From an optimization exercise on the open Yosys and OpenROAD flow, aimed at small area, a short achievable clock period and few clock cycles; shortcuts taken in it are not production practice.
Where RTL was checked, it was by simulation tests only, not by an equivalence proof against the original.
For run 2, only the layout was checked, not whether the RTL still works.

## flow/run.sh

```bash
#!/bin/bash
# synth_recipe.tcl (not shown) runs the flow's synth.tcl, then flattens the netlist and writes it again
# the make line also repeats each setting of config.mk as NAME=value (left out here)
make -C /OpenROAD-flow-scripts/flow DESIGN_CONFIG=/design/flow/config.mk WORK_HOME=/design/flow/orfs CLKGATE_MAP_FILE= SYNTH_SCRIPT=/design/flow/synth_recipe.tcl finish
```

## flow/config.mk

```make
export PLATFORM = sky130hd
export DESIGN_NAME = line_follower_turn_sequencer
export DESIGN_NICKNAME = line_follower_turn_sequencer
export VERILOG_FILES = /design/flow/design.v
export SDC_FILE = /design/flow/constraint.sdc
export NUM_CORES = 4
export LEC_CHECK = 0
export CAP_MARGIN = 20
export CORE_MARGIN = 2
export CORE_UTILIZATION = 60
export CTS_CLUSTER_DIAMETER = 140
export CTS_CLUSTER_SIZE = 28
export SETUP_SLACK_MARGIN = 5
export SLEW_MARGIN = 20
export TNS_END_PERCENT = 10
```

## flow/constraint.sdc

```tcl
create_clock -name core_clock -period 8.0 [get_ports {clk}]
set_input_delay 1.6000 -clock core_clock [delete_from_list [all_inputs] [get_ports {clk}]]
set_output_delay 1.6000 -clock core_clock [all_outputs]
set_load 0.01 [all_outputs]
```

## flow/design.v

```verilog
`default_nettype none
package lfts_pkg;
	localparam int YAW_W    = 16;
	localparam int TIME_W   = 32;
	localparam int ANGLE_W  = 9;
	localparam int PERIOD_W = 20;
	localparam int PROD_W   = 36;   
	localparam int THR_W    = 33;   
	localparam int HEAD_W   = 40;   
	localparam int PWR_W    = 8;
	localparam int CFG_IDX_W  = 2;
	localparam int CFG_DATA_W = 20;
	localparam logic [THR_W-1:0] HEADING_PER_DEG = THR_W'(16000000);
	localparam logic [ANGLE_W-1:0]  TURN_ANGLE_RST       = ANGLE_W'(72);
	localparam logic [ANGLE_W-1:0]  TURNAROUND_ANGLE_RST = ANGLE_W'(140);
	localparam logic [PERIOD_W-1:0] PERIOD_RST           = PERIOD_W'(10000);
	localparam logic signed [PWR_W-1:0] PWR_ZERO = PWR_W'(0);
	localparam logic signed [PWR_W-1:0] PWR_FWD  = PWR_W'(60);
	localparam logic signed [PWR_W-1:0] PWR_TURN = PWR_W'(70);
	localparam logic signed [PWR_W-1:0] PWR_BACK = 8'shBA;   
	localparam logic signed [PWR_W-1:0] PWR_CHK  = PWR_W'(50);
	typedef logic [2:0] mode_t;
	localparam logic [2:0] MODE_FWD        = 3'd0;
	localparam logic [2:0] MODE_LEFT       = 3'd1;
	localparam logic [2:0] MODE_CHECK      = 3'd2;
	localparam logic [2:0] MODE_RIGHT      = 3'd3;
	localparam logic [2:0] MODE_TURN90     = 3'd4;
	localparam logic [2:0] MODE_TURNAROUND = 3'd5;
	typedef logic [CFG_IDX_W-1:0] cfg_reg_t;
	localparam logic [CFG_IDX_W-1:0] REG_TURN_ANGLE       = 2'd0;
	localparam logic [CFG_IDX_W-1:0] REG_TURNAROUND_ANGLE = 2'd1;
	localparam logic [CFG_IDX_W-1:0] REG_PERIOD           = 2'd2;
	typedef struct packed {
		logic outer_left;
		logic inner_left;
		logic middle;
		logic inner_right;
		logic outer_right;
		logic park;
	} ir_t;
	typedef struct packed {
		ir_t  ir;
		logic turn_done;
		logic turnaround_done;
	} fsm_in_t;
	typedef struct packed {
		mode_t                   next_mode;
		logic                    clear_heading;
		logic signed [PWR_W-1:0] left_power;
		logic signed [PWR_W-1:0] right_power;
	} fsm_out_t;
	function automatic logic [THR_W-1:0] angle_thr(input logic [ANGLE_W-1:0] deg);
		angle_thr = THR_W'(deg) * HEADING_PER_DEG;
	endfunction
endpackage
`default_nettype wire
`default_nettype none
module lfts_mode_fsm
(
	input  wire [2:0] mode_i,
	input  wire [3:0] code_i,        
	input  wire       turn_done_i,
	input  wire       back_done_i,
	output reg  [2:0] next_o,
	output reg        clr_o
);
	wire [1:0] chk = code_i[3:2];    
	wire       mid = code_i[1];
	wire       e   = code_i[0];
	always @(*) begin
		next_o = mode_i;
		clr_o  = 1'b0;
		case (mode_i)
			lfts_pkg::MODE_LEFT: begin
				if (chk == 2'd0 && e) begin
					next_o = lfts_pkg::MODE_FWD;
					clr_o  = 1'b1;
				end
			end
			lfts_pkg::MODE_RIGHT: begin
				if (mid) begin
					next_o = lfts_pkg::MODE_FWD;
					clr_o  = 1'b1;
				end
			end
			lfts_pkg::MODE_TURN90: begin
				if (turn_done_i) begin
					next_o = lfts_pkg::MODE_CHECK;
					clr_o  = 1'b1;
				end
			end
			lfts_pkg::MODE_TURNAROUND: begin
				if (back_done_i) begin
					next_o = lfts_pkg::MODE_CHECK;
					clr_o  = 1'b1;
				end
			end
			lfts_pkg::MODE_CHECK: begin
				case (chk)
					2'd0:    next_o = lfts_pkg::MODE_FWD;
					2'd1:    next_o = lfts_pkg::MODE_LEFT;
					2'd3:    next_o = lfts_pkg::MODE_RIGHT;
					default: next_o = lfts_pkg::MODE_CHECK;
				endcase
			end
			default: begin
				next_o = lfts_pkg::MODE_FWD;
				if (e) begin
					case (chk)
						2'd1:    next_o = mid ? lfts_pkg::MODE_TURN90 : lfts_pkg::MODE_LEFT;
						2'd2:    next_o = lfts_pkg::MODE_TURNAROUND;
						2'd3:    next_o = lfts_pkg::MODE_RIGHT;
						default: next_o = lfts_pkg::MODE_FWD;
					endcase
				end
			end
		endcase
	end
endmodule
module lfts_ir_code
(
	input  wire [5:0] ir_i,          
	output wire [3:0] code_o
);
	wire ol  = ir_i[5];
	wire il  = ir_i[4];
	wire mid = ir_i[3];
	wire irr = ir_i[2];
	wire orr = ir_i[1];
	wire pk  = ir_i[0];
	wire [1:0] chk = irr ? 2'd1 : il ? 2'd3 : mid ? 2'd0 : 2'd2;
	wire left_exit = !ol && !il && mid && !irr && !orr;
	wire fwd_turn  = !pk && ((!il && !mid && irr) || (il && !mid && !irr)
		|| (ol && il && mid && irr && orr) || (!ol && !il && !mid && !irr && !orr));
	assign code_o = {chk, mid, left_exit || fwd_turn};
endmodule
module lfts_add #(
	parameter int W = 8
) (
	input  wire [W-1:0] a,
	input  wire [W-1:0] b,
	input  wire         ci,
	output wire [W-1:0] s,
	output wire         co
);
	function automatic int levels(input int n);
		levels = 0;
		while ((1 << levels) <= n) levels++;
	endfunction
	localparam int L = levels(W);
	logic [W:0] g [L+1];
	logic [W:0] p [L+1];
	always_comb begin
		g[0] = {a & b, ci};
		p[0] = {a ^ b, 1'b0};
		for (int l = 0; l < L; l++) begin
			for (int i = 0; i <= W; i++) begin
				if ((i >> l) & 1) begin
					g[l+1][i] = g[l][i] | (p[l][i] & g[l][((i >> l) << l) - 1]);
					p[l+1][i] = p[l][i] & p[l][((i >> l) << l) - 1];
				end else begin
					g[l+1][i] = g[l][i];
					p[l+1][i] = p[l][i];
				end
			end
		end
	end
	assign s  = p[0][W:1] ^ g[L][W-1:0];
	assign co = g[L][W];
endmodule
module lfts_booth_array
(
	input  wire [15:0] y,
	input  wire [5:0]  one,
	input  wire [5:0]  two,
	input  wire [4:0]  neg,
	output wire [25:0] ra,
	output wire [25:0] rb
);
	wire [16:0] y1 = {y[15], y};
	wire [16:0] y2 = {y, 1'b0};
	wire [16:0] x0 = (({17{one[0]}} & y1) | ({17{two[0]}} & y2)) ^ {17{neg[0]}};
	wire [16:0] x1 = (({17{one[1]}} & y1) | ({17{two[1]}} & y2)) ^ {17{neg[1]}};
	wire [16:0] x2 = (({17{one[2]}} & y1) | ({17{two[2]}} & y2)) ^ {17{neg[2]}};
	wire [16:0] x3 = (({17{one[3]}} & y1) | ({17{two[3]}} & y2)) ^ {17{neg[3]}};
	wire [16:0] x4 = (({17{one[4]}} & y1) | ({17{two[4]}} & y2)) ^ {17{neg[4]}};
	wire [15:0] x5 = {16{one[5]}} & y;
	wire t1 = x0[6] ^ x1[4];
	wire t2 = x0[6] & x1[4];
	wire t3 = x0[7] ^ x1[5];
	wire t4 = x0[7] & x1[5];
	wire t5 = x0[8] ^ x1[6] ^ x2[4];
	wire t6 = (x0[8] & x1[6]) | (x2[4] & (x0[8] ^ x1[6]));
	wire t7 = x3[2] ^ x4[0];
	wire t8 = x3[2] & x4[0];
	wire t9 = x0[9] ^ x1[7] ^ x2[5];
	wire t10 = (x0[9] & x1[7]) | (x2[5] & (x0[9] ^ x1[7]));
	wire t11 = x3[3] ^ x4[1];
	wire t12 = x3[3] & x4[1];
	wire t13 = x0[10] ^ x1[8] ^ x2[6];
	wire t14 = (x0[10] & x1[8]) | (x2[6] & (x0[10] ^ x1[8]));
	wire t15 = x3[4] ^ x4[2] ^ x5[0];
	wire t16 = (x3[4] & x4[2]) | (x5[0] & (x3[4] ^ x4[2]));
	wire t17 = x0[11] ^ x1[9] ^ x2[7];
	wire t18 = (x0[11] & x1[9]) | (x2[7] & (x0[11] ^ x1[9]));
	wire t19 = x3[5] ^ x4[3] ^ x5[1];
	wire t20 = (x3[5] & x4[3]) | (x5[1] & (x3[5] ^ x4[3]));
	wire t21 = x0[12] ^ x1[10] ^ x2[8];
	wire t22 = (x0[12] & x1[10]) | (x2[8] & (x0[12] ^ x1[10]));
	wire t23 = x3[6] ^ x4[4] ^ x5[2];
	wire t24 = (x3[6] & x4[4]) | (x5[2] & (x3[6] ^ x4[4]));
	wire t25 = x0[13] ^ x1[11] ^ x2[9];
	wire t26 = (x0[13] & x1[11]) | (x2[9] & (x0[13] ^ x1[11]));
	wire t27 = x3[7] ^ x4[5] ^ x5[3];
	wire t28 = (x3[7] & x4[5]) | (x5[3] & (x3[7] ^ x4[5]));
	wire t29 = x0[14] ^ x1[12] ^ x2[10];
	wire t30 = (x0[14] & x1[12]) | (x2[10] & (x0[14] ^ x1[12]));
	wire t31 = x3[8] ^ x4[6] ^ x5[4];
	wire t32 = (x3[8] & x4[6]) | (x5[4] & (x3[8] ^ x4[6]));
	wire t33 = x0[15] ^ x1[13] ^ x2[11];
	wire t34 = (x0[15] & x1[13]) | (x2[11] & (x0[15] ^ x1[13]));
	wire t35 = x3[9] ^ x4[7] ^ x5[5];
	wire t36 = (x3[9] & x4[7]) | (x5[5] & (x3[9] ^ x4[7]));
	wire t37 = x1[14] ^ x2[12] ^ x3[10];
	wire t38 = (x1[14] & x2[12]) | (x3[10] & (x1[14] ^ x2[12]));
	wire t39 = x4[8] ^ x5[6] ^ x0[16];
	wire t40 = (x4[8] & x5[6]) | (x0[16] & (x4[8] ^ x5[6]));
	wire t41 = x1[15] ^ x2[13] ^ x3[11];
	wire t42 = (x1[15] & x2[13]) | (x3[11] & (x1[15] ^ x2[13]));
	wire t43 = x4[9] ^ x5[7] ^ x0[16];
	wire t44 = (x4[9] & x5[7]) | (x0[16] & (x4[9] ^ x5[7]));
	wire t45 = ~x1[16] ^ x2[14] ^ x3[12];
	wire t46 = (~x1[16] & x2[14]) | (x3[12] & (~x1[16] ^ x2[14]));
	wire t47 = x4[10] ^ x5[8] ^ ~x0[16];
	wire t48 = (x4[10] & x5[8]) | (~x0[16] & (x4[10] ^ x5[8]));
	wire t49 = x2[15] ^ x3[13] ^ x4[11];
	wire t50 = (x2[15] & x3[13]) | (x4[11] & (x2[15] ^ x3[13]));
	wire t51 = x5[9] ^ 1'b1;
	wire t52 = x5[9] & 1'b1;
	wire t53 = ~x2[16] ^ x3[14] ^ x4[12];
	wire t54 = (~x2[16] & x3[14]) | (x4[12] & (~x2[16] ^ x3[14]));
	wire t55 = x3[15] ^ x4[13];
	wire t56 = x3[15] & x4[13];
	wire t57 = x0[4] ^ x1[2];
	wire t58 = x0[4] & x1[2];
	wire t59 = x0[5] ^ x1[3];
	wire t60 = x0[5] & x1[3];
	wire t61 = x2[2] ^ x3[0] ^ neg[3];
	wire t62 = (x2[2] & x3[0]) | (neg[3] & (x2[2] ^ x3[0]));
	wire t63 = x2[3] ^ x3[1] ^ t2;
	wire t64 = (x2[3] & x3[1]) | (t2 & (x2[3] ^ x3[1]));
	wire t65 = neg[4] ^ t4 ^ t5;
	wire t66 = (neg[4] & t4) | (t5 & (neg[4] ^ t4));
	wire t67 = t6 ^ t8 ^ t9;
	wire t68 = (t6 & t8) | (t9 & (t6 ^ t8));
	wire t69 = t10 ^ t12 ^ t13;
	wire t70 = (t10 & t12) | (t13 & (t10 ^ t12));
	wire t71 = t14 ^ t16 ^ t17;
	wire t72 = (t14 & t16) | (t17 & (t14 ^ t16));
	wire t73 = t18 ^ t20 ^ t21;
	wire t74 = (t18 & t20) | (t21 & (t18 ^ t20));
	wire t75 = t22 ^ t24 ^ t25;
	wire t76 = (t22 & t24) | (t25 & (t22 ^ t24));
	wire t77 = t26 ^ t28 ^ t29;
	wire t78 = (t26 & t28) | (t29 & (t26 ^ t28));
	wire t79 = t30 ^ t32 ^ t33;
	wire t80 = (t30 & t32) | (t33 & (t30 ^ t32));
	wire t81 = t34 ^ t36 ^ t37;
	wire t82 = (t34 & t36) | (t37 & (t34 ^ t36));
	wire t83 = t38 ^ t40 ^ t41;
	wire t84 = (t38 & t40) | (t41 & (t38 ^ t40));
	wire t85 = t42 ^ t44 ^ t45;
	wire t86 = (t42 & t44) | (t45 & (t42 ^ t44));
	wire t87 = t46 ^ t48 ^ t49;
	wire t88 = (t46 & t48) | (t49 & (t46 ^ t48));
	wire t89 = x5[10] ^ t50 ^ t52;
	wire t90 = (x5[10] & t50) | (t52 & (x5[10] ^ t50));
	wire t91 = x5[11] ^ 1'b1 ^ t54;
	wire t92 = (x5[11] & 1'b1) | (t54 & (x5[11] ^ 1'b1));
	wire t93 = ~x3[16] ^ x4[14] ^ x5[12];
	wire t94 = (~x3[16] & x4[14]) | (x5[12] & (~x3[16] ^ x4[14]));
	wire t95 = x4[15] ^ x5[13];
	wire t96 = x4[15] & x5[13];
	wire t97 = x0[2] ^ x1[0];
	wire t98 = x0[2] & x1[0];
	wire t99 = x0[3] ^ x1[1];
	wire t100 = x0[3] & x1[1];
	wire t101 = x2[0] ^ neg[2] ^ t57;
	wire t102 = (x2[0] & neg[2]) | (t57 & (x2[0] ^ neg[2]));
	wire t103 = x2[1] ^ t58 ^ t59;
	wire t104 = (x2[1] & t58) | (t59 & (x2[1] ^ t58));
	wire t105 = t1 ^ t60 ^ t61;
	wire t106 = (t1 & t60) | (t61 & (t1 ^ t60));
	wire t107 = t3 ^ t62 ^ t63;
	wire t108 = (t3 & t62) | (t63 & (t3 ^ t62));
	wire t109 = t7 ^ t64 ^ t65;
	wire t110 = (t7 & t64) | (t65 & (t7 ^ t64));
	wire t111 = t11 ^ t66 ^ t67;
	wire t112 = (t11 & t66) | (t67 & (t11 ^ t66));
	wire t113 = t15 ^ t68 ^ t69;
	wire t114 = (t15 & t68) | (t69 & (t15 ^ t68));
	wire t115 = t19 ^ t70 ^ t71;
	wire t116 = (t19 & t70) | (t71 & (t19 ^ t70));
	wire t117 = t23 ^ t72 ^ t73;
	wire t118 = (t23 & t72) | (t73 & (t23 ^ t72));
	wire t119 = t27 ^ t74 ^ t75;
	wire t120 = (t27 & t74) | (t75 & (t27 ^ t74));
	wire t121 = t31 ^ t76 ^ t77;
	wire t122 = (t31 & t76) | (t77 & (t31 ^ t76));
	wire t123 = t35 ^ t78 ^ t79;
	wire t124 = (t35 & t78) | (t79 & (t35 ^ t78));
	wire t125 = t39 ^ t80 ^ t81;
	wire t126 = (t39 & t80) | (t81 & (t39 ^ t80));
	wire t127 = t43 ^ t82 ^ t83;
	wire t128 = (t43 & t82) | (t83 & (t43 ^ t82));
	wire t129 = t47 ^ t84 ^ t85;
	wire t130 = (t47 & t84) | (t85 & (t47 ^ t84));
	wire t131 = t51 ^ t86 ^ t87;
	wire t132 = (t51 & t86) | (t87 & (t51 ^ t86));
	wire t133 = t53 ^ t88 ^ t89;
	wire t134 = (t53 & t88) | (t89 & (t53 ^ t88));
	wire t135 = t55 ^ t90 ^ t91;
	wire t136 = (t55 & t90) | (t91 & (t55 ^ t90));
	wire t137 = t56 ^ t92 ^ t93;
	wire t138 = (t56 & t92) | (t93 & (t56 ^ t92));
	wire t139 = 1'b1 ^ t94 ^ t95;
	wire t140 = (1'b1 & t94) | (t95 & (1'b1 ^ t94));
	wire t141 = ~x4[16] ^ x5[14] ^ t96;
	wire t142 = (~x4[16] & x5[14]) | (t96 & (~x4[16] ^ x5[14]));
	assign ra = {~x5[15], t140, t138, t136, t134, t132, t130, t128, t126, t124, t122, t120, t118, t116, t114, t112, t110, t108, t106, t104, t102, t100, t98, neg[1], x0[1], x0[0]};
	assign rb = {t142, t141, t139, t137, t135, t133, t131, t129, t127, t125, t123, t121, t119, t117, t115, t113, t111, t109, t107, t105, t103, t101, t99, t97, 1'b0, neg[0]};
endmodule
`default_nettype wire
`default_nettype none
module line_follower_turn_sequencer
(
	input  wire                clk,
	input  wire                arst_n,
	input  wire                in_valid,
	output wire                in_ready,
	input  wire                in_ir_outer_left,
	input  wire                in_ir_inner_left,
	input  wire                in_ir_middle,
	input  wire                in_ir_inner_right,
	input  wire                in_ir_outer_right,
	input  wire                in_ir_park,
	input  wire signed [15:0]  in_yaw_rate,
	input  wire [31:0]         in_time_us,
	output wire                out_valid,
	input  wire                out_ready,
	output wire signed [7:0]   out_left_power,
	output wire signed [7:0]   out_right_power,
	output wire [2:0]          out_next_mode,
	input  wire                cfg_valid,
	output wire                cfg_ready,
	input  wire [1:0]          cfg_reg_index,
	input  wire [19:0]         cfg_wdata
);
	localparam int CAP = 7;     
	localparam int QD  = 6;     
	localparam int QA  = 3;     
	localparam logic [22:0] DEG_UNIT = 23'd15625;   
	logic [19:0] period_q;
	logic [22:0] thr_t_q;
	logic [22:0] thr_b_q;
	logic        cfg_ready_q;
	logic        wr_angle;
	assign wr_angle  = cfg_valid && cfg_ready_q && !cfg_reg_index[1];
	assign cfg_ready = cfg_ready_q;
	always_ff @(posedge clk or negedge arst_n) begin
		if (!arst_n) begin
			period_q    <= lfts_pkg::PERIOD_RST;
			cfg_ready_q <= 1'b0;    
		end else begin
			cfg_ready_q <= !wr_angle;
			if (cfg_valid && cfg_ready_q && cfg_reg_index == lfts_pkg::REG_PERIOD) period_q <= cfg_wdata;
		end
	end
	logic [3:0] occ_q;
	logic       in_ready_q;
	logic       out_valid_q;
	logic       accept, pop;
	logic [3:0] occ_nx;
	assign accept   = in_valid && in_ready_q;
	assign pop      = out_valid_q && out_ready;
	assign occ_nx   = (accept == pop) ? occ_q : accept ? occ_q + 4'd1 : occ_q - 4'd1;
	assign in_ready = in_ready_q;
	always_ff @(posedge clk or negedge arst_n) begin
		if (!arst_n) begin
			occ_q      <= '0;
			in_ready_q <= 1'b0;     
		end else begin
			occ_q      <= occ_nx;
			in_ready_q <= occ_nx < 4'(CAP) && !wr_angle;
		end
	end
	logic        v1, v2, v3, v4, v5;
	logic        cm1, cm2, cm3, cm4;    
	logic [3:0]  ir1, ir2, ir3, ir4;    
	logic [3:0]  ir_code;
	logic [31:0] t1;
	logic        int2, int3, int4;
	always_ff @(posedge clk or negedge arst_n) begin
		if (!arst_n) begin
			v1 <= 1'b0; v2 <= 1'b0; v3 <= 1'b0; v4 <= 1'b0; v5 <= 1'b0;
			cm1 <= 1'b0; cm2 <= 1'b0; cm3 <= 1'b0; cm4 <= 1'b0;
		end else begin
			v1 <= accept; v2 <= v1; v3 <= v2; v4 <= v3; v5 <= v4;
			cm1 <= wr_angle; cm2 <= cm1; cm3 <= cm2; cm4 <= cm3;
		end
	end
	lfts_ir_code u_code (
		.ir_i   ({in_ir_outer_left, in_ir_inner_left, in_ir_middle,
			in_ir_inner_right, in_ir_outer_right, in_ir_park}),
		.code_o (ir_code)
	);
	always_ff @(posedge clk) begin
		ir1 <= {ir_code[3:1], wr_angle ? cfg_reg_index[0] : ir_code[0]};
		t1  <= in_time_us;
	end
	logic        pend_q;
	logic [31:0] last_q;
	logic        lo_ge, lo_due, hi_ne0, hi_ne1, due;
	logic [21:0] xu, xv, xs;
	logic        x_co, lo_co;
	logic [19:0] lo_s;
	logic [11:0] ha, hb;
	logic        hz;
	always_comb begin
		xu = {2'b00, t1[19:0]} ^ {2'b11, ~last_q[19:0]} ^ {2'b11, ~period_q};
		xv = ({2'b00, t1[19:0]} & {2'b11, ~last_q[19:0]})
			| ({2'b00, t1[19:0]} & {2'b11, ~period_q})
			| ({2'b11, ~last_q[19:0]} & {2'b11, ~period_q});
	end
	lfts_add #(.W(22)) u_x  (.a(xu), .b({xv[20:0], 1'b1}), .ci(1'b1), .s(xs), .co(x_co));
	lfts_add #(.W(20)) u_lo (.a(t1[19:0]), .b(~last_q[19:0]), .ci(1'b1), .s(lo_s), .co(lo_co));
	assign ha = t1[31:20];
	assign hb = ~last_q[31:20];
	always_comb begin
		hz = !(ha[0] ^ hb[0]);
		for (int i = 1; i < 12; i++) hz = hz && ((ha[i] ^ hb[i]) == (ha[i-1] | hb[i-1]));
	end
	assign lo_ge  = lo_co;                        
	assign lo_due = lo_ge ? !xs[21] : (xs[21:20] != 2'b10);
	assign hi_ne0 = t1[31:20] != last_q[31:20];
	assign hi_ne1 = !hz;
	assign due    = (lo_ge ? hi_ne0 : hi_ne1) || lo_due;
	always_ff @(posedge clk or negedge arst_n) begin
		if (!arst_n) begin
			pend_q <= 1'b0;
			last_q <= '0;
		end else if (v1) begin
			if (pend_q) begin
				last_q <= t1;
				pend_q <= 1'b0;
			end else if (due) begin
				pend_q <= 1'b1;
			end
		end
	end
	always_ff @(posedge clk) begin
		int2 <= pend_q; ir2 <= ir1;
		int3 <= int2;   ir3 <= ir2;
		int4 <= int3;   ir4 <= ir3;
	end
	function automatic logic [17:0] digits(input logic [9:0] half);
		logic [12:0] x;
		logic [5:0]  one, two, neg;
		x = {2'b00, half, 1'b0};
		for (int i = 0; i < 6; i++) begin
			one[i] = x[2*i+1] ^ x[2*i];
			two[i] = (x[2*i+2] & ~x[2*i+1] & ~x[2*i]) | (~x[2*i+2] & x[2*i+1] & x[2*i]);
			neg[i] = x[2*i+2];
		end
		digits = {one, two, neg};
	endfunction
	logic        hi_next;
	logic [15:0] ya_q;
	logic [17:0] da_q;
	logic        hi_a_q;    
	logic [25:0] ra, rb, ra_q, rb_q;
	logic [25:0] r_q, bsum, addend, bu, bv;
	logic [9:0]  lo10_q;
	logic [15:0] ad_q;
	logic        b_co;
	assign hi_next = (v1 && pend_q) || cm1;
	always_ff @(posedge clk) begin
		if (!hi_next) ya_q <= wr_angle ? {7'd0, cfg_wdata[8:0]} : in_yaw_rate;
		if (hi_next)  da_q <= digits(cm1 ? 10'(DEG_UNIT >> 10) : period_q[19:10]);
		else          da_q <= digits(wr_angle ? 10'(DEG_UNIT) : period_q[9:0]);
	end
	lfts_booth_array u_arr (
		.y   (ya_q),
		.one (da_q[17:12]),
		.two (da_q[11:6]),
		.neg (da_q[4:0]),
		.ra  (ra),
		.rb  (rb)
	);
	assign addend = {{10{ad_q[15]}}, ad_q};
	assign bu     = ra_q ^ rb_q ^ addend;
	assign bv     = (ra_q & rb_q) | (ra_q & addend) | (rb_q & addend);
	lfts_add #(.W(26)) u_b (.a(bu), .b({bv[24:0], 1'b0}), .ci(1'b0), .s(bsum), .co(b_co));
	always_ff @(posedge clk or negedge arst_n) begin
		if (!arst_n) begin
			hi_a_q <= 1'b0;
		end else begin
			hi_a_q <= hi_next;
		end
	end
	always_ff @(posedge clk) begin
		ra_q   <= ra;
		rb_q   <= rb;
		r_q    <= bsum;
		ad_q   <= hi_a_q ? bsum[25:10] : 16'd0;
		lo10_q <= r_q[9:0];
	end
	logic [2:0]         mode_q;
	logic signed [40:0] head_q;    
	logic               ft_q, fb_q;
	logic               ct, cb;
	logic [2:0]         next_d, next_f;
	logic               clr_d, clr_f;
	logic [40:0]        head_o;    
	logic               zero_q;    
	logic [35:0]        step;
	logic [40:0]        hsum;
	logic [40:0]        hsat;
	logic               h_co;
	assign ct = !head_q[40] && (head_q[39:10] >= {7'd0, thr_t_q});
	assign cb = !head_q[40] && (head_q[39:10] >= {7'd0, thr_b_q});
	lfts_mode_fsm u_fsm_d (
		.mode_i (mode_q), .code_i (ir4), .turn_done_i (ct), .back_done_i (cb),
		.next_o (next_d), .clr_o (clr_d)
	);
	lfts_mode_fsm u_fsm_f (
		.mode_i (mode_q), .code_i (ir4), .turn_done_i (ft_q), .back_done_i (fb_q),
		.next_o (next_f), .clr_o (clr_f)
	);
	assign step = {r_q, lo10_q};
	lfts_add #(.W(41)) u_h (
		.a ({head_q[39], head_q[39:0]}), .b ({{5{step[35]}}, step}), .ci (1'b0),
		.s (hsum), .co (h_co)
	);
	always_comb begin
		if (head_q[40] != head_q[39]) hsat = head_q[40] ? {2'b11, 39'd0} : {2'b00, {39{1'b1}}};
		else                          hsat = head_q;
		if (v4 && int4)       head_o = {{5{step[35]}}, step};    
		else if (zero_q)      head_o = '0;
		else                  head_o = hsat;
	end
	always_ff @(posedge clk or negedge arst_n) begin
		if (!arst_n) begin
			mode_q  <= lfts_pkg::MODE_FWD;
			head_q  <= '0;
			zero_q  <= 1'b0;
			ft_q    <= 1'b0;
			fb_q    <= 1'b0;
			thr_t_q <= 23'(lfts_pkg::TURN_ANGLE_RST) * DEG_UNIT;
			thr_b_q <= 23'(lfts_pkg::TURNAROUND_ANGLE_RST) * DEG_UNIT;
		end else begin
			ft_q <= ct;
			fb_q <= cb;
			if (cm4 && !ir4[0]) thr_t_q <= step[22:0];
			if (cm4 &&  ir4[0]) thr_b_q <= step[22:0];
			head_q <= (v4 && int4 && !clr_f && !zero_q) ? hsum : head_o;
			zero_q <= v4 && !int4 && clr_d;
			if (zero_q) begin
				ft_q <= thr_t_q == 23'd0;
				fb_q <= thr_b_q == 23'd0;
			end
			if (v4) mode_q <= int4 ? next_f : next_d;
		end
	end
	logic [2:0]    q_mem [QD];
	logic [QA-1:0] q_wp, q_rp;
	logic [QA:0]   q_cnt;
	logic [2:0]    out_next_q;
	logic [7:0]    out_l_q, out_r_q;
	logic          load, from_q, q_wr;
	logic [2:0]    load_next;
	logic [7:0]    dec_l, dec_r;
	assign load      = !out_valid_q || out_ready;
	assign from_q    = q_cnt != 0;
	assign q_wr      = v5 && (!load || from_q);
	assign load_next = from_q ? q_mem[q_rp] : mode_q;
	always_comb begin
		case (out_next_q)
			lfts_pkg::MODE_LEFT:       begin dec_l = lfts_pkg::PWR_FWD;  dec_r = lfts_pkg::PWR_ZERO; end
			lfts_pkg::MODE_RIGHT:      begin dec_l = lfts_pkg::PWR_ZERO; dec_r = lfts_pkg::PWR_FWD;  end
			lfts_pkg::MODE_TURN90:     begin dec_l = lfts_pkg::PWR_ZERO; dec_r = lfts_pkg::PWR_TURN; end
			lfts_pkg::MODE_TURNAROUND: begin dec_l = lfts_pkg::PWR_BACK; dec_r = lfts_pkg::PWR_TURN; end
			lfts_pkg::MODE_CHECK:      begin dec_l = lfts_pkg::PWR_CHK;  dec_r = lfts_pkg::PWR_CHK;  end
			default:                   begin dec_l = lfts_pkg::PWR_FWD;  dec_r = lfts_pkg::PWR_FWD;  end
		endcase
	end
	always_ff @(posedge clk or negedge arst_n) begin
		if (!arst_n) begin
			out_valid_q <= 1'b0;
			out_next_q  <= lfts_pkg::MODE_FWD;
			q_wp        <= '0;
			q_rp        <= '0;
			q_cnt       <= '0;
		end else begin
			if (load) begin
				if (from_q || v5) begin
					out_valid_q <= 1'b1;
					out_next_q  <= load_next;
				end else begin
					out_valid_q <= 1'b0;
				end
			end
			if (q_wr) q_wp <= (q_wp == QA'(QD - 1)) ? '0 : q_wp + 1'b1;
			if (load && from_q) q_rp <= (q_rp == QA'(QD - 1)) ? '0 : q_rp + 1'b1;
			if (q_wr && !(load && from_q)) q_cnt <= q_cnt + 1'b1;
			else if (!q_wr && load && from_q) q_cnt <= q_cnt - 1'b1;
		end
	end
	always_ff @(posedge clk) begin
		if (v5) q_mem[q_wp] <= mode_q;    
		if (load && (from_q || v5)) begin
			out_l_q <= dec_l;
			out_r_q <= dec_r;
		end
	end
	assign out_valid       = out_valid_q;
	assign out_left_power  = out_l_q;
	assign out_right_power = out_r_q;
	assign out_next_mode   = out_next_q;
endmodule
`default_nettype wire
```

==> results of run 1 <==
cell type report:
| type | instances | share of cell area |
|---|---|---|
| Clock buffer | 28 | 0.01920 |
| Clock inverter | 1 | 0.0002059 |
| Inverter | 198 | 0.03088 |
| Multi-Input combinational cell | 1449 | 0.4987 |
| Sequential cell | 389 | 0.3765 |
| Tap cell | 468 | 0.02409 |
| Timing Repair Buffer | 126 | 0.05039 |
final timing paths:
kind,from,endpoint,depth (start not counted)
setup / recovery,out_next_q[0],out_next_mode[0],1
hold / removal,ir3[2],ir4[2],0
setup reg to reg,ad_q[0],ad_q[15],14
hold reg to reg,ir3[2],ir4[2],0
max in group asynchronous,arst_n,last_q[22],2
min in group asynchronous,arst_n,out_next_q[1],1
timing repair:
action / in CTS / in global routing
buffers inserted: 6 / 9
gates resized for setup: 12 / 45
setup endpoints to repair: 73 / 79
pin swaps: 1 / 15
cells in the mapped netlist (all sizes together) (10+ instances only):
master / n
nor2: 112
a31oi: 12
fa: 110
nand2: 166
xor2: 74
a22oi: 78
o22ai: 11
edfxtp: 44
a21oi: 129
a21o: 44
a211oi: 10
o21a: 10
inv: 198
nand4: 14
a221oi: 14
mux2: 71
o21ai: 106
clkbuf: 89
dfrtp: 155
ha: 176
nand2b: 18
nor4: 17
buf: 16
nor3: 20
xnor2: 86
dfxtp: 169
nor2b: 14
dfstp: 21
nand3: 21
and2: 31
through the flow:
step | instance area, sq um | setup WS, ns | utilization | instances
2_1_floorplan | 22240 | 5.026 | - | 2141
3_3_place_gp | 23480 | 4.263 | 0.6430 | 2612
3_5_place_dp | 23510 | 4.378 | 0.6436 | 2614
4_1_cts | 24050 | 4.897 | 0.6585 | 2649
5_1_grt | 24310 | 4.860 | 0.6656 | 2659
6_report | 24310 | 4.937 | 0.6656 | 2659
per-layer routing:
metal | vias up | track usage | wire length [microns]
li1 | 7389 | - | -
met4 | 0 | 0.07267 | 1262
met2 | 303 | 0.4695 | 24840
met1 | 7495 | 0.3360 | 21530
met5 | - | 0 | 0
met3 | 75 | 0.02447 | 1626
sequential cells by signal (all words and copies together) (netlist names), 16 cells and up:
name / count
period_q: 20
q_mem: 18
last_q: 32
r_q: 26
rb_q: 25
head_q: 41
ad_q: 16
thr_t_q: 23
thr_b_q: 23
t1: 32
ya_q: 16
ra_q: 26
kinds of logic after synthesis:
logic type / synth area share
compound gates: 0.1381
simple gates: 0.09585
flops: 0.4109
buf+inv: 0.05251
fa+ha+maj: 0.1981
xor+xnor: 0.06304
mux: 0.04126
other cells: 0.0001687
==> out/metrics.yaml, run 1 <==
global_route:
  grt_max_degree: 123
  antenna_found_initial: 0
  track_usage: 0.2606
  grt_pass1_wl_mm: 81.21
  grt-ovfl-total: 0
  grt_pass1_vias: 15788
floorplan:
  fp-row-count: 70
  fp.dieW_microns: 196.5
  initial_core_util: 0.6087
  core_area_sq_um: 36520
  io_pins: 103
  dieArea_sq_um: 38610
  die_h_microns: 196.5
synth:
  synth.top_cell.area_share: 0.1745
  seq_area_frac_synth: 0.4109
  syn_inst: 2138
  synthTopCellsByArea: "dfrtp_1 17%, dfxtp_1 15%, fa_1 9.9%, ha_1 9.9%, edfxtp_1 5.9%"
  synth_top_flop_cell: "dfxtp_1"
  synth_top_cell_by_area: "dfrtp_1"
  synthDistinctLibCells: 82
  syn_avg_cell_area_sq_um: 10.40
  async_reset_ff_frac: 0.4524
  synth_edf_count: 44
  mappedNetlistArea_sq_um: 22230
  yosysWarnings: 14
  ys_ff_latch: 389
cells_and_area:
  fillCellCount: 2866
  layout.nets: 2548
  layout-area-overhead-vs-synth_pct: 9.360
  regArea_sq_um: 9154
  multi_input_area_sq_um: 12120
  layout_common_cells: "192 x inv_1, 172 x ha_1, 165 x nand2_1"
  final_common_cell: "inv_1"
  diodes: 0
  layout-drive-gt1-share: 0.09859
route:
  via_per_inst: 5.740
  wl_per_cell_microns: 18.52
  drtAntennaViolNets: 0
  vias: 15262
  wl_mm: 49.26
  drtPass1Iterations: 5
  drt_iter0_markers: 647
  drc: 0
setup_path:
  ff2ff_setup_slack_ns: 4.96
  cp_max_fo: 2
  start_kind: "flop"
  crit_path_top_delay_cell: "clkdlybuf4s50_1"
  slowest_delay_ns: 0.55
  setup.worst_path.end_class: "primary output"
  crit_buf_inv: 1
  worstSetupPathType: "flop to primary output"
  critPathRequiredTime_ns: 6.40
  cp_top_family: "buffers and inverters"
  cp_data_arrival_time_ns: 1.46
  worstPathCellList: "clkdlybuf4s50_1"
job:
  maxCapViolations: 0
clock_tree:
  htree_levels: 1
  postCtsHoldBufs: 0
  cts_made_buffers: 17
  tritoncts: "yes"
  cts.path.max_buffers: 3
  path_clk_slew_ns: 0.11
  clock_sinks: 389
  ctsRootBufferMaster: "clkbuf_16"
  clk_latency_ns: 0.53
hold_path:
  hold_path.class: "flop to flop"
timing:
  fin_crit_sh: 0.3828
  fin_hold_ws_ns: 0.3202
  skew_ns: 0.02185
  fmax_mhz: 326.5
  rsz0062_at_grt: "yes"
  worst_pin_slew_ns: 1.054
  final_max_slew_viol_count: 0
  fin_crit_ns: 3.063
  setup_tns_ns: 0
  setup_viol: 0
  hold_violations: 0
  slew_headroom: 0.2970
status:
  status: "no timing/DRC/antenna violations"
placement:
  hpwlAfterDp_mm: 36.57
  place.gp.congestion: 0.8522
  port_buffers: 98
Testbench counts, summed over its fixed seeds: cycles 35,495.
==> run 2: changes to the inputs <==
--- a/flow/design.v
+++ b/flow/design.v
@@ -357,6 +357,6 @@
 	input  wire [19:0]         cfg_wdata
 );
-	localparam int CAP = 7;     
-	localparam int QD  = 6;     
+	localparam int CAP = 6;     
+	localparam int QD  = 5;     
 	localparam int QA  = 3;     
 	localparam logic [22:0] DEG_UNIT = 23'd15625;   
@@ -395,5 +395,5 @@
 		end
 	end
-	logic        v1, v2, v3, v4, v5;
+	logic        v1, v2, v3, v4;
 	logic        cm1, cm2, cm3, cm4;    
 	logic [3:0]  ir1, ir2, ir3, ir4;    
@@ -403,8 +403,8 @@
 	always_ff @(posedge clk or negedge arst_n) begin
 		if (!arst_n) begin
-			v1 <= 1'b0; v2 <= 1'b0; v3 <= 1'b0; v4 <= 1'b0; v5 <= 1'b0;
+			v1 <= 1'b0; v2 <= 1'b0; v3 <= 1'b0; v4 <= 1'b0;
 			cm1 <= 1'b0; cm2 <= 1'b0; cm3 <= 1'b0; cm4 <= 1'b0;
 		end else begin
-			v1 <= accept; v2 <= v1; v3 <= v2; v4 <= v3; v5 <= v4;
+			v1 <= accept; v2 <= v1; v3 <= v2; v4 <= v3;
 			cm1 <= wr_angle; cm2 <= cm1; cm3 <= cm2; cm4 <= cm3;
 		end
@@ -579,10 +579,11 @@
 	logic [7:0]    out_l_q, out_r_q;
 	logic          load, from_q, q_wr;
-	logic [2:0]    load_next;
+	logic [2:0]    load_next, res_next;
 	logic [7:0]    dec_l, dec_r;
 	assign load      = !out_valid_q || out_ready;
 	assign from_q    = q_cnt != 0;
-	assign q_wr      = v5 && (!load || from_q);
-	assign load_next = from_q ? q_mem[q_rp] : mode_q;
+	assign res_next  = int4 ? next_f : next_d;
+	assign q_wr      = v4 && (!load || from_q);
+	assign load_next = from_q ? q_mem[q_rp] : res_next;
 	always_comb begin
 		case (out_next_q)
@@ -604,5 +605,5 @@
 		end else begin
 			if (load) begin
-				if (from_q || v5) begin
+				if (from_q || v4) begin
 					out_valid_q <= 1'b1;
 					out_next_q  <= load_next;
@@ -618,6 +619,6 @@
 	end
 	always_ff @(posedge clk) begin
-		if (v5) q_mem[q_wp] <= mode_q;    
-		if (load && (from_q || v5)) begin
+		if (v4) q_mem[q_wp] <= res_next;    
+		if (load && (from_q || v4)) begin
 			out_l_q <= dec_l;
 			out_r_q <= dec_r;
--- a/flow/config.mk
+++ b/flow/config.mk
@@ -9,6 +9,6 @@
 export CORE_MARGIN = 2
 export CORE_UTILIZATION = 60
-export CTS_CLUSTER_DIAMETER = 140
-export CTS_CLUSTER_SIZE = 28
+export CTS_CLUSTER_DIAMETER = 150
+export CTS_CLUSTER_SIZE = 30
 export SETUP_SLACK_MARGIN = 5
 export SLEW_MARGIN = 20
==> out/metrics.yaml, run 2 <==
setup_path:
  worstSetupPathType: "flop to flop"
  slowest_delay_ns: 0.44
  worstPathCellList: "ha_1, and2_1, a221o_1, a31o_2, a21o_1, inv_2, o21ai_1, a311o_1, a21oi_1, xor2_1, a221oi_1"
  ff2ff_setup_slack_ns: 4.79
  start_kind: "flop"
  worstReg2RegEnd: "head_q[28]"
  cp_max_fo: 4
  r2r_start: "head_q[10]"
  r2r_cells: 11
  cp_data_arrival_time_ns: 3.63
  crit_start: "head_q[10]"
  critPathRequiredTime_ns: 8.42
  setup.worst_path.end_class: "flop"
  crit_path_top_delay_cell: "a311o_1"
timing:
  fmax_mhz: 311.4
  slew_headroom: 0.2712
  fin_crit_ns: 3.211
  hold_violations: 0
  fin_crit_sh: 0.4014
  rsz0062_at_grt: "yes"
  worst_pin_slew_ns: 1.092
  fin_hold_ws_ns: 0.3268
  setup_tns_ns: 0
  setup_viol: 0
  final_max_slew_viol_count: 0
  skew_ns: 0.03284
hold_path:
  whs_endpoint: "ir3[1]"
  worstHoldPathCells: 0
  hold_path.class: "flop to flop"
  worstHoldStart: "ir2[1]"
route:
  drt_iter0_markers: 854
  drc: 0
  vias: 15088
  drtAntennaViolNets: 0
  via_per_inst: 5.754
  drtPass1Iterations: 5
  wl_per_cell_microns: 18.45
  wl_mm: 48.37
floorplan:
  fp-row-count: 70
  initial_core_util: 0.6053
  fp.dieW_microns: 195.5
  io_pins: 103
  die_h_microns: 195.5
  core_area_sq_um: 36350
  dieArea_sq_um: 38220
global_route:
  grt_pass1_wl_mm: 80.11
  grt_pass1_vias: 15520
  track_usage: 0.2602
  grt_max_degree: 110
  gr-usage-met3: 0.02522
  grt-ovfl-total: 0
  gr-usage-met2: 0.4534
  met1_usage: 0.3443
  antenna_found_initial: 0
  top_usage_layer: "met2"
placement:
  hpwlAfterDp_mm: 36.32
  place.gp.congestion: 0.8600
  port_buffers: 98
  place_area_sq_um: 23260
synth:
  synth_edf_count: 41
  mappedNetlistArea_sq_um: 22000
  synth_top_cell_by_area: "dfrtp_1"
  ys_ff_latch: 385
  syn_avg_cell_area_sq_um: 10.43
  ys_top_cells_by_count: "185 x inv_1, 180 x ha_1, 169 x dfxtp_1"
  async_reset_ff_frac: 0.4545
  synthTopCellsByArea: "dfrtp_1 18%, dfxtp_1 15%, ha_1 10%, fa_1 10%, edfxtp_1 5.6%"
  syn_inst: 2109
  synthDistinctLibCells: 79
  seq_area_frac_synth: 0.4100
  yosysWarnings: 14
  yosysMostFrequentCell: "inv_1"
  synth_top_flop_cell: "dfxtp_1"
  synth.top_cell.area_share: 0.1751
clock_tree:
  path_clk_slew_ns: 0.12
  ctsRootBufferMaster: "clkbuf_16"
  clk_latency_ns: 0.53
  cts_made_buffers: 16
  tritoncts: "yes"
  cts.path.max_buffers: 3
  postCtsHoldBufs: 0
  htree_levels: 1
  clock_sinks: 385
cells_and_area:
  final_common_cell: "inv_1"
  diodes: 0
  layout_common_cells: "185 x inv_1, 178 x ha_1, 166 x dfxtp_1"
  largest_register_ffs: 41
  layout-drive-gt1-share: 0.08171
  reg_top3: "head_q (41), last_q (32), t1 (32)"
  layout.nets: 2516
  post-route-util: 0.6590
  layout-area-overhead-vs-synth_pct: 8.860
  final_cell_area_sq_um: 23950
  top_register: "head_q"
status:
  status: "no timing/DRC/antenna violations"
job:
  maxCapViolations: 0
[run 2: changes by cell type after synthesis, moves of 4 or more]
cell / delta
a211oi_1: +4
clkbuf_1: +7
ha_1: +4
inv_1: -13
and2_1: +4
a21o_1: +4
a31oi_1: -5
buf_2: -4
o21ai_0: +6
nor2_1: -18
o21a_1: +4
nor3b_1: +5
and3_1: +5
[run 2: kinds of logic after synthesis]
group,Yosys count,share of synthesized area
XOR/XNOR,160,0.06369
multiplexers,79,0.04163
adder cells (fa/ha/maj),290,0.2024
other,1,0.0001704
buffers and inverters,294,0.05124
flip-flops,385,0.4100
AO/OA/AOI/OAI,468,0.1374
AND/OR/NAND/NOR,432,0.09343
[run 2: what timing repair did]
| action | in CTS | in global routing |
|---|---|---|
| gates cloned | 1 | 0 |
| hold endpoints to repair | 0 | 0 |
| pin swaps | 11 | 3 |
| endpoints found under the setup margin | 84 | 120 |
| buffers inserted | 12 | 0 |
| gates resized for setup | 14 | 13 |
[run 2: worst max path at each step]
stage | endpoint | slack, ns | cells after the start
global placement | period_q[18] | 4.24 | 3
detailed placement | period_q[18] | 4.18 | 3
finish | head_q[28] | 4.79 | 11
floorplan | ad_q[15] | 4.87 | 12
global route | ad_q[15] | 4.66 | 15
CTS | mode_q[2] | 4.77 | 12
[run 2: worst max-delay path: cells and delay by family (launching register included)]
| kind | cells | cell delay (ns) |
|---|---|---|
| and+or+nand+nor | 1 | 0.22 |
| xor gates and xnor gates | 1 | 0.09 |
| DFF | 1 | 0.42 |
| buffers and inverters | 1 | 0.07 |
| AOI/OAI and AO/OA | 7 | 1.96 |
| adders and majority gates | 1 | 0.33 |
[run 2: cell type report]
class | instances | area, sq um
Inverter | 186 | 698.2
Multi-Input combinational cell | 1434 | 12010
Clock buffer | 26 | 459.2
Timing Repair Buffer | 122 | 1165
Clock inverter | 1 | 6.256
Fill cell | 2906 | 12400
Sequential cell | 385 | 9027
Tap cell | 468 | 585.6
[run 2: metrics by stage]
step           setup WS, ns  std cells
3_3_place_gp          4.245       2582
5_1_grt               4.658       2622
6_report              4.789       2622
2_1_floorplan         4.868       2112
4_1_cts               4.767       2622
3_5_place_dp          4.180       2582
[run 2: metal layers]
metal  wire, microns  up-vias
met1           21030     7331
li1                -     7297
met5               0        -
met3            2062       89
met4            1399        0
met2           23870      371
==> run 3: changes to the inputs <==
--- a/flow/design.v
+++ b/flow/design.v
@@ -357,6 +357,6 @@
 	input  wire [19:0]         cfg_wdata
 );
-	localparam int CAP = 6;     
-	localparam int QD  = 5;     
+	localparam int CAP = 7;     
+	localparam int QD  = 6;     
 	localparam int QA  = 3;     
 	localparam logic [22:0] DEG_UNIT = 23'd15625;   
@@ -382,7 +382,11 @@
 	logic       accept, pop;
 	logic [3:0] occ_nx;
+	logic       rdy_same, rdy_inc, rdy_dec;
 	assign accept   = in_valid && in_ready_q;
 	assign pop      = out_valid_q && out_ready;
 	assign occ_nx   = (accept == pop) ? occ_q : accept ? occ_q + 4'd1 : occ_q - 4'd1;
+	assign rdy_same = occ_q < 4'(CAP);
+	assign rdy_inc  = occ_q < 4'(CAP - 1);
+	assign rdy_dec  = occ_q < 4'(CAP + 1);
 	assign in_ready = in_ready_q;
 	always_ff @(posedge clk or negedge arst_n) begin
@@ -392,8 +396,8 @@
 		end else begin
 			occ_q      <= occ_nx;
-			in_ready_q <= occ_nx < 4'(CAP) && !wr_angle;
+			in_ready_q <= ((accept == pop) ? rdy_same : accept ? rdy_inc : rdy_dec) && !wr_angle;
 		end
 	end
-	logic        v1, v2, v3, v4;
+	logic        v1, v2, v3, v4, v5;
 	logic        cm1, cm2, cm3, cm4;    
 	logic [3:0]  ir1, ir2, ir3, ir4;    
@@ -403,8 +407,8 @@
 	always_ff @(posedge clk or negedge arst_n) begin
 		if (!arst_n) begin
-			v1 <= 1'b0; v2 <= 1'b0; v3 <= 1'b0; v4 <= 1'b0;
+			v1 <= 1'b0; v2 <= 1'b0; v3 <= 1'b0; v4 <= 1'b0; v5 <= 1'b0;
 			cm1 <= 1'b0; cm2 <= 1'b0; cm3 <= 1'b0; cm4 <= 1'b0;
 		end else begin
-			v1 <= accept; v2 <= v1; v3 <= v2; v4 <= v3;
+			v1 <= accept; v2 <= v1; v3 <= v2; v4 <= v3; v5 <= v4;
 			cm1 <= wr_angle; cm2 <= cm1; cm3 <= cm2; cm4 <= cm3;
 		end
@@ -416,5 +420,5 @@
 	);
 	always_ff @(posedge clk) begin
-		ir1 <= {ir_code[3:1], wr_angle ? cfg_reg_index[0] : ir_code[0]};
+		ir1 <= {ir_code[3:1], cfg_valid ? cfg_reg_index[0] : ir_code[0]};
 		t1  <= in_time_us;
 	end
@@ -486,7 +490,7 @@
 	assign hi_next = (v1 && pend_q) || cm1;
 	always_ff @(posedge clk) begin
-		if (!hi_next) ya_q <= wr_angle ? {7'd0, cfg_wdata[8:0]} : in_yaw_rate;
+		if (!hi_next) ya_q <= cfg_valid ? {7'd0, cfg_wdata[8:0]} : in_yaw_rate;
 		if (hi_next)  da_q <= digits(cm1 ? 10'(DEG_UNIT >> 10) : period_q[19:10]);
-		else          da_q <= digits(wr_angle ? 10'(DEG_UNIT) : period_q[9:0]);
+		else          da_q <= cfg_valid ? digits(10'(DEG_UNIT)) : digits(period_q[9:0]);
 	end
 	lfts_booth_array u_arr (
@@ -575,15 +579,16 @@
 	logic [2:0]    q_mem [QD];
 	logic [QA-1:0] q_wp, q_rp;
-	logic [QA:0]   q_cnt;
+	logic [QA:0]   q_cnt, q_inc, q_dec;
 	logic [2:0]    out_next_q;
 	logic [7:0]    out_l_q, out_r_q;
 	logic          load, from_q, q_wr;
-	logic [2:0]    load_next, res_next;
+	logic [2:0]    load_next;
 	logic [7:0]    dec_l, dec_r;
 	assign load      = !out_valid_q || out_ready;
 	assign from_q    = q_cnt != 0;
-	assign res_next  = int4 ? next_f : next_d;
-	assign q_wr      = v4 && (!load || from_q);
-	assign load_next = from_q ? q_mem[q_rp] : res_next;
+	assign q_inc     = q_cnt + 1'b1;
+	assign q_dec     = q_cnt - 1'b1;
+	assign q_wr      = v5 && (!load || from_q);
+	assign load_next = from_q ? q_mem[q_rp] : mode_q;
 	always_comb begin
 		case (out_next_q)
@@ -605,5 +610,5 @@
 		end else begin
 			if (load) begin
-				if (from_q || v4) begin
+				if (from_q || v5) begin
 					out_valid_q <= 1'b1;
 					out_next_q  <= load_next;
@@ -614,11 +619,11 @@
 			if (q_wr) q_wp <= (q_wp == QA'(QD - 1)) ? '0 : q_wp + 1'b1;
 			if (load && from_q) q_rp <= (q_rp == QA'(QD - 1)) ? '0 : q_rp + 1'b1;
-			if (q_wr && !(load && from_q)) q_cnt <= q_cnt + 1'b1;
-			else if (!q_wr && load && from_q) q_cnt <= q_cnt - 1'b1;
+			if (q_wr && !(load && from_q)) q_cnt <= q_inc;
+			else if (!q_wr && load && from_q) q_cnt <= q_dec;
 		end
 	end
 	always_ff @(posedge clk) begin
-		if (v4) q_mem[q_wp] <= res_next;    
-		if (load && (from_q || v4)) begin
+		if (v5) q_mem[q_wp] <= mode_q;    
+		if (load && (from_q || v5)) begin
 			out_l_q <= dec_l;
 			out_r_q <= dec_r;
==> out/metrics.yaml, run 3 <==
status:
  status: "no timing/DRC/antenna violations"
global_route:
  antenna_found_initial: 1
  grt_pass1_wl_mm: 80.11
  grt_pass1_vias: 15485
  track_usage: 0.2597
  grt_max_degree: 108
  grt-ovfl-total: 0
route:
  drc: 0
  drtPass1Iterations: 5
  wl_mm: 48.62
  via_per_inst: 5.722
  vias: 15209
  drtAntennaViolNets: 0
  wl_per_cell_microns: 18.29
  drt_iter0_markers: 986
timing:
  fmax_mhz: 316.2
  rsz0062_at_grt: "yes"
  setup_viol: 0
  slew_headroom: 0.2719
  hold_violations: 0
  final_max_slew_viol_count: 0
  fin_crit_ns: 3.163
  fin_crit_sh: 0.3953
  skew_ns: 0.02403
  worst_pin_slew_ns: 1.091
  setup_tns_ns: 0
clock_tree:
  path_clk_slew_ns: 0.12
  tritoncts: "yes"
  postCtsHoldBufs: 0
  htree_levels: 1
  cts.path.max_buffers: 3
  cts_made_buffers: 16
  clock_sinks: 389
  clk_latency_ns: 0.54
  ctsRootBufferMaster: "clkbuf_16"
floorplan:
  dieArea_sq_um: 38330
  die_h_microns: 195.8
  fp-row-count: 70
  io_pins: 103
  fp.dieW_microns: 195.8
  initial_core_util: 0.6057
  core_area_sq_um: 36430
cells_and_area:
  top_register: "head_q"
  diodes: 0
  fillCellCount: 2875
  reg_top3: "head_q (41), last_q (32), t1 (32)"
  layout_common_cells: "189 x inv_1, 157 x ha_1, 154 x dfxtp_1"
  layout.nets: 2547
  layout-area-overhead-vs-synth_pct: 11.04
  layout-drive-gt1-share: 0.1164
  final_common_cell: "inv_1"
  largest_register_ffs: 41
synth:
  synthMuxAreaShare: 0.04314
  syn_inst: 2116
  synth.top_cell.area_share: 0.1757
  seq_area_frac_synth: 0.4139
  async_reset_ff_frac: 0.4524
  synth_top_family_by_area: "adder cells"
  ys_top_cells_by_count: "193 x inv_1, 176 x ha_1, 169 x dfxtp_1"
  yosysWarnings: 14
  synth_top_cell_by_area: "dfrtp_1"
  yosys.area_share.simple: 0.09530
  synth_top_flop_cell: "dfxtp_1"
  yosysMostFrequentCell: "inv_1"
  synth-adder-area-share: 0.1996
  synth-compound-area-share: 0.1324
  ys_ff_latch: 389
  synth_edf_count: 44
  synthDistinctLibCells: 69
  mappedNetlistArea_sq_um: 22070
  synthTopCellsByArea: "dfrtp_1 18%, dfxtp_1 15%, fa_1 10%, ha_1 10%, edfxtp_1 6.0%"
  syn_avg_cell_area_sq_um: 10.43
  yosys.area_share.xor_xnor: 0.06429
setup_path:
  cp_top_family: "buffers and inverters"
  critPathRequiredTime_ns: 6.40
  start_kind: "flop"
  cp_max_fo: 5
  worstPathCellList: "clkdlybuf4s50_1"
  cp_data_arrival_time_ns: 1.56
  slowest_delay_ns: 0.58
  worstSetupPathType: "flop to primary output"
  crit_buf_inv: 1
  crit_path_top_delay_cell: "clkdlybuf4s50_1"
  setup.worst_path.end_class: "primary output"
hold_path:
  hold_path.class: "flop to flop"
placement:
  hpwlAfterDp_mm: 36.12
  port_buffers: 98
  place.gp.congestion: 0.8828
job:
  maxCapViolations: 0
==> run 3: changes by cell type in the layout (fill, tap and decap cells not counted), moves of 11 or more <==
cell,delta
nand2_1,-26
buf_4,+23
ha_1,-21
ha_4,+17
nor2b_1,+14
a21o_1,-13
and2_1,-12
dfxtp_1,-12
dfxtp_2,+12
nor2_1,+11
xnor2_1,+11
==> run 3: per-stage QoR <==
stage	utilization	cells	cell area (sq um)	hold slack (ns)	setup slack (ns)
6_report	0.6726	2658	24510	0.3255	4.837
4_1_cts	0.6603	2638	24060	0.3283	4.810
2_1_floorplan	-	2119	22090	0.3096	4.922
3_5_place_dp	0.6412	2596	23360	0.3135	4.253
5_1_grt	0.6726	2658	24510	0.3375	4.702
3_3_place_gp	0.6412	2596	23360	0.3117	4.290
==> run 3: layer usage <==
| metal | routed length, microns | global-route usage | share of wire | up-vias |
|---|---|---|---|---|
| met5 | 13 | 0 | 0.00027 | - |
| met4 | 1449 | 0.07267 | 0.030 | 2 |
| met3 | 2239 | 0.03026 | 0.046 | 84 |
| met2 | 23540 | 0.4538 | 0.48 | 353 |
| met1 | 21380 | 0.3443 | 0.44 | 7397 |
| li1 | - | - | - | 7373 |
==> run 3: final cells by class <==
cell class | instances | area [sq um] | area share
multi-input cells | 1435 | 12230 | 0.4989
flip-flops and latches | 389 | 9166 | 0.3740
repair buffers | 145 | 1336 | 0.05453
inverters | 193 | 724.4 | 0.02956
well taps | 468 | 585.6 | 0.02389
clock buffers | 28 | 467.9 | 0.01909
==> run 3: cells by family after synthesis <==
family,Yosys count
xor+xnor,162
flops,389
other cells,1
mux,82
compound gates,468
simple gates,433
fa+ha+maj,286
buf+inv,295
==> run 3: what timing repair did <==
item	CTS	global route
setup buffers	14	20
pin swaps	28	33
setup endpoints to repair	79	79
hold endpoints to repair	0	0
gates resized for setup	35	52
==> run 3: final timing paths <==
kind,slack (ns),cells past startpoint,to,startpoint
max,4.84,1,out_valid,out_valid_q
min,0.33,0,int4,int3
max reg2reg,4.89,13,ad_q[12],ra_q[2]
min reg2reg,0.33,0,int4,int3
max in group asynchronous,5.31,2,head_q[17],arst_n
min in group asynchronous,1.14,1,q_rp[0],arst_n
Testbench counts of run 3, summed over its fixed seeds: cycles 35,495.
==> run 4: changes to the inputs <==
--- a/flow/config.mk
+++ b/flow/config.mk
@@ -9,6 +9,6 @@
 export CORE_MARGIN = 2
 export CORE_UTILIZATION = 60
-export CTS_CLUSTER_DIAMETER = 150
-export CTS_CLUSTER_SIZE = 30
+export CTS_CLUSTER_DIAMETER = 140
+export CTS_CLUSTER_SIZE = 28
 export SETUP_SLACK_MARGIN = 5
 export SLEW_MARGIN = 20
==> out/metrics.yaml, run 4 <==
status:
  status: "no timing/DRC/antenna violations"
setup_path:
  crit_start: "head_q[10]"
  r2r_cells: 12
  worstPathCellList: "ha_4, a21oi_4, o21ai_4, a221oi_2, buf_4, o211ai_1, a21o_1, a221o_1, a211oi_4, a21oi_2, or3b_1, a31oi_1"
  worstReg2RegEnd: "head_q[40]"
  worstSetupPathType: "flop to flop"
  critPathRequiredTime_ns: 8.46
  cp_top_family: "compound AO/OA/AOI/OAI gates"
  crit_buf_inv: 1
  start_kind: "flop"
  slowest_delay_ns: 0.42
  cp_max_fo: 3
  crit_path_top_delay_cell: "dfrtp_1"
  cp_data_arrival_time_ns: 3.61
  ff2ff_setup_slack_ns: 4.85
  setup.worst_path.end_class: "flop"
  r2r_start: "head_q[10]"
placement:
  hpwlAfterDp_mm: 36.12
  port_buffers: 98
  post-place-ws_ns: 4.253
  place.gp.congestion: 0.8828
synth:
  synth_edf_count: 44
  synthTopCellsByArea: "dfrtp_1 18%, dfxtp_1 15%, fa_1 10%, ha_1 10%, edfxtp_1 6.0%"
  yosysMostFrequentCell: "inv_1"
  synth-compound-area-share: 0.1324
  synth_top_cell_by_area: "dfrtp_1"
  synth-adder-area-share: 0.1996
  ys_top_cells_by_count: "193 x inv_1, 176 x ha_1, 169 x dfxtp_1"
  syn_avg_cell_area_sq_um: 10.43
  seq_area_frac_synth: 0.4139
  async_reset_ff_frac: 0.4524
  synth.top_cell.area_share: 0.1757
  ys_ff_latch: 389
  syn_inst: 2116
  synth_top_family_by_area: "adder cells"
  yosysWarnings: 14
  yosys.area_share.simple: 0.09530
  synthDistinctLibCells: 69
  synthMuxAreaShare: 0.04314
  yosys.area_share.xor_xnor: 0.06429
  synth_top_flop_cell: "dfxtp_1"
  mappedNetlistArea_sq_um: 22070
cells_and_area:
  layout_common_cells: "190 x inv_1, 156 x ha_1, 154 x dfxtp_1"
  regArea_sq_um: 9169
  layout.nets: 2551
  fillCellCount: 2868
  largest_register_ffs: 41
  multi_input_area_sq_um: 12270
  reg_top3: "head_q (41), last_q (32), t1 (32)"
  layout-drive-gt1-share: 0.1212
  layout-area-overhead-vs-synth_pct: 11.51
  final_common_cell: "inv_1"
  top_register: "head_q"
  diodes: 0
  post-route-util: 0.6754
timing:
  hold_violations: 0
  setup_viol: 0
  fin_crit_ns: 3.155
  fmax_mhz: 317.0
  fin_hold_ws_ns: 0.3336
  skew_ns: 0.02876
  worst_pin_slew_ns: 1.103
  fin_crit_sh: 0.3944
  final_max_slew_viol_count: 0
  finalWorstSetupSlack_ns: 4.845
  setup_tns_ns: 0
  rsz0062_at_grt: "yes"
  slew_headroom: 0.2638
floorplan:
  core_area_sq_um: 36430
  initial_core_util: 0.6057
  dieArea_sq_um: 38330
  fp.dieW_microns: 195.8
  die_h_microns: 195.8
  io_pins: 103
  fp-row-count: 70
clock_tree:
  cts.path.max_buffers: 3
  clock_sinks: 389
  clk_latency_ns: 0.54
  ctsRootBufferMaster: "clkbuf_16"
  path_clk_slew_ns: 0.11
  cts_made_buffers: 17
  tritoncts: "yes"
  htree_levels: 1
hold_path:
  worstHoldPathCells: 0
  whs_endpoint: "ir4[1]"
  worstHoldStart: "ir3[1]"
  hold_path.class: "flop to flop"
route:
  drtAntennaViolNets: 0
  drc: 0
  via_per_inst: 5.721
  vias: 15235
  drt_iter0_markers: 994
  wl_mm: 48.72
  drtPass1Iterations: 5
  wl_per_cell_microns: 18.29
job:
  maxCapViolations: 0
global_route:
  grt_pass1_wl_mm: 80.21
  antenna_found_initial: 1
  grt-ovfl-total: 0
  gr-usage-met3: 0.02888
  grt_pass1_vias: 15454
  met1_usage: 0.3449
  grt_max_degree: 108
  top_usage_layer: "met2"
  track_usage: 0.2599
  gr-usage-met2: 0.4558
==> run 4: cell counts after synthesis <==
Identical to the previous run, type by type.
==> run 4: worst reg2reg max path, stage by stage, from the launching register on <==
cell	delay, ns
dfrtp_1	0.42
ha_4	0.25
a21oi_4	0.18
o21ai_4	0.10
a221oi_2	0.26
buf_4	0.17
o211ai_1	0.20
a21o_1	0.24
a221o_1	0.41
a211oi_4	0.26
a21oi_2	0.09
or3b_1	0.35
a31oi_1	0.17
==> run 4: cell type report <==
class / instances / share of cell area
Multi-Input combinational cell: 1435 / 0.4985
Sequential cell: 389 / 0.3726
Timing Repair Buffer: 148 / 0.05618
Inverter: 193 / 0.02944
Tap cell: 468 / 0.02379
Clock buffer: 28 / 0.01896
Clock inverter: 2 / 0.0005593
==> run 4: metal layers <==
metal	part of all wire	routed length (microns)	vias up
li1	-	-	7374
met1	0.44	21440	7450
met2	0.49	23980	341
met3	0.041	1995	68
met4	0.026	1287	2
met5	0.00027	13	-
==> run 4: logic make-up (layout without fill, tap and decap cells) <==
family                     after synthesis  after routing
AOI/OAI and AO/OA                      468            468
and+or+nand+nor                        433            433
DFF                                    389            389
buffers and inverters                  295            371
adders and majority gates              286            286
xor gates and xnor gates               162            162
muxes                                   82             82
other                                    1              4
==> run 4: timing repair <==
item | 4_1_cts | 5_1_grt
buffers inserted | 11 | 26
setup endpoints to repair | 78 | 81
resized for setup | 28 | 73
hold buffers | 0 | 0
pin swaps | 25 | 29
==> run 4: per-stage QoR <==
step	instances	instance area, sq um
after floorplan	2119	22090
after global placement	2596	23360
after detailed placement	2596	23360
after CTS	2637	24030
after global routing	2663	24610
final	2663	24610
==> run 4: how the worst max path moves through the flow <==
stage,cells past startpoint,end
after detailed placement,4,period_q[15]
final,12,head_q[40]
after global routing,12,head_q[40]
after global placement,4,period_q[7]
after floorplan,12,ad_q[15]
after CTS,12,head_q[40]

## separate check: timing with driven ports
No port has a modelled driver above. Below, the same layouts with a new extraction and two added sets of constraints.
Step 1 assumes that a clkbuf_16 drives the clock port and a buf_2 every other input.
Step 2 moves the port delays by t, midway between the first and last clock arrival at a register: inputs arrive t later, outputs are due t later. That takes back most of the time a late clock gives input paths.
a / b / c = no drivers / after step 1 / after step 2; a / b = the first two.
run	t (ns)	setup WS [ns]	hold WS [ns]	worst setup path at the end	clock arrival spread, ns
run 1	0.574	4.937 / 4.883 / 4.418	0.320 / 0.320 / 0.320	input to register	0.028 / 0.027
run 2	0.571	4.789 / 4.744 / 4.421	0.327 / 0.327 / 0.327	input to register	0.033 / 0.033
run 3	0.584	4.837 / 4.784 / 4.337	0.326 / 0.326 / 0.326	input to register	0.026 / 0.026
run 4	0.576	4.845 / 4.797 / 4.343	0.334 / 0.334 / 0.334	input to register	0.029 / 0.029
After both steps setup and hold are still met in every run listed. The setup slack of run 1, which loses most, moves by -0.054 ns with the drivers and by -0.519 ns with both steps.
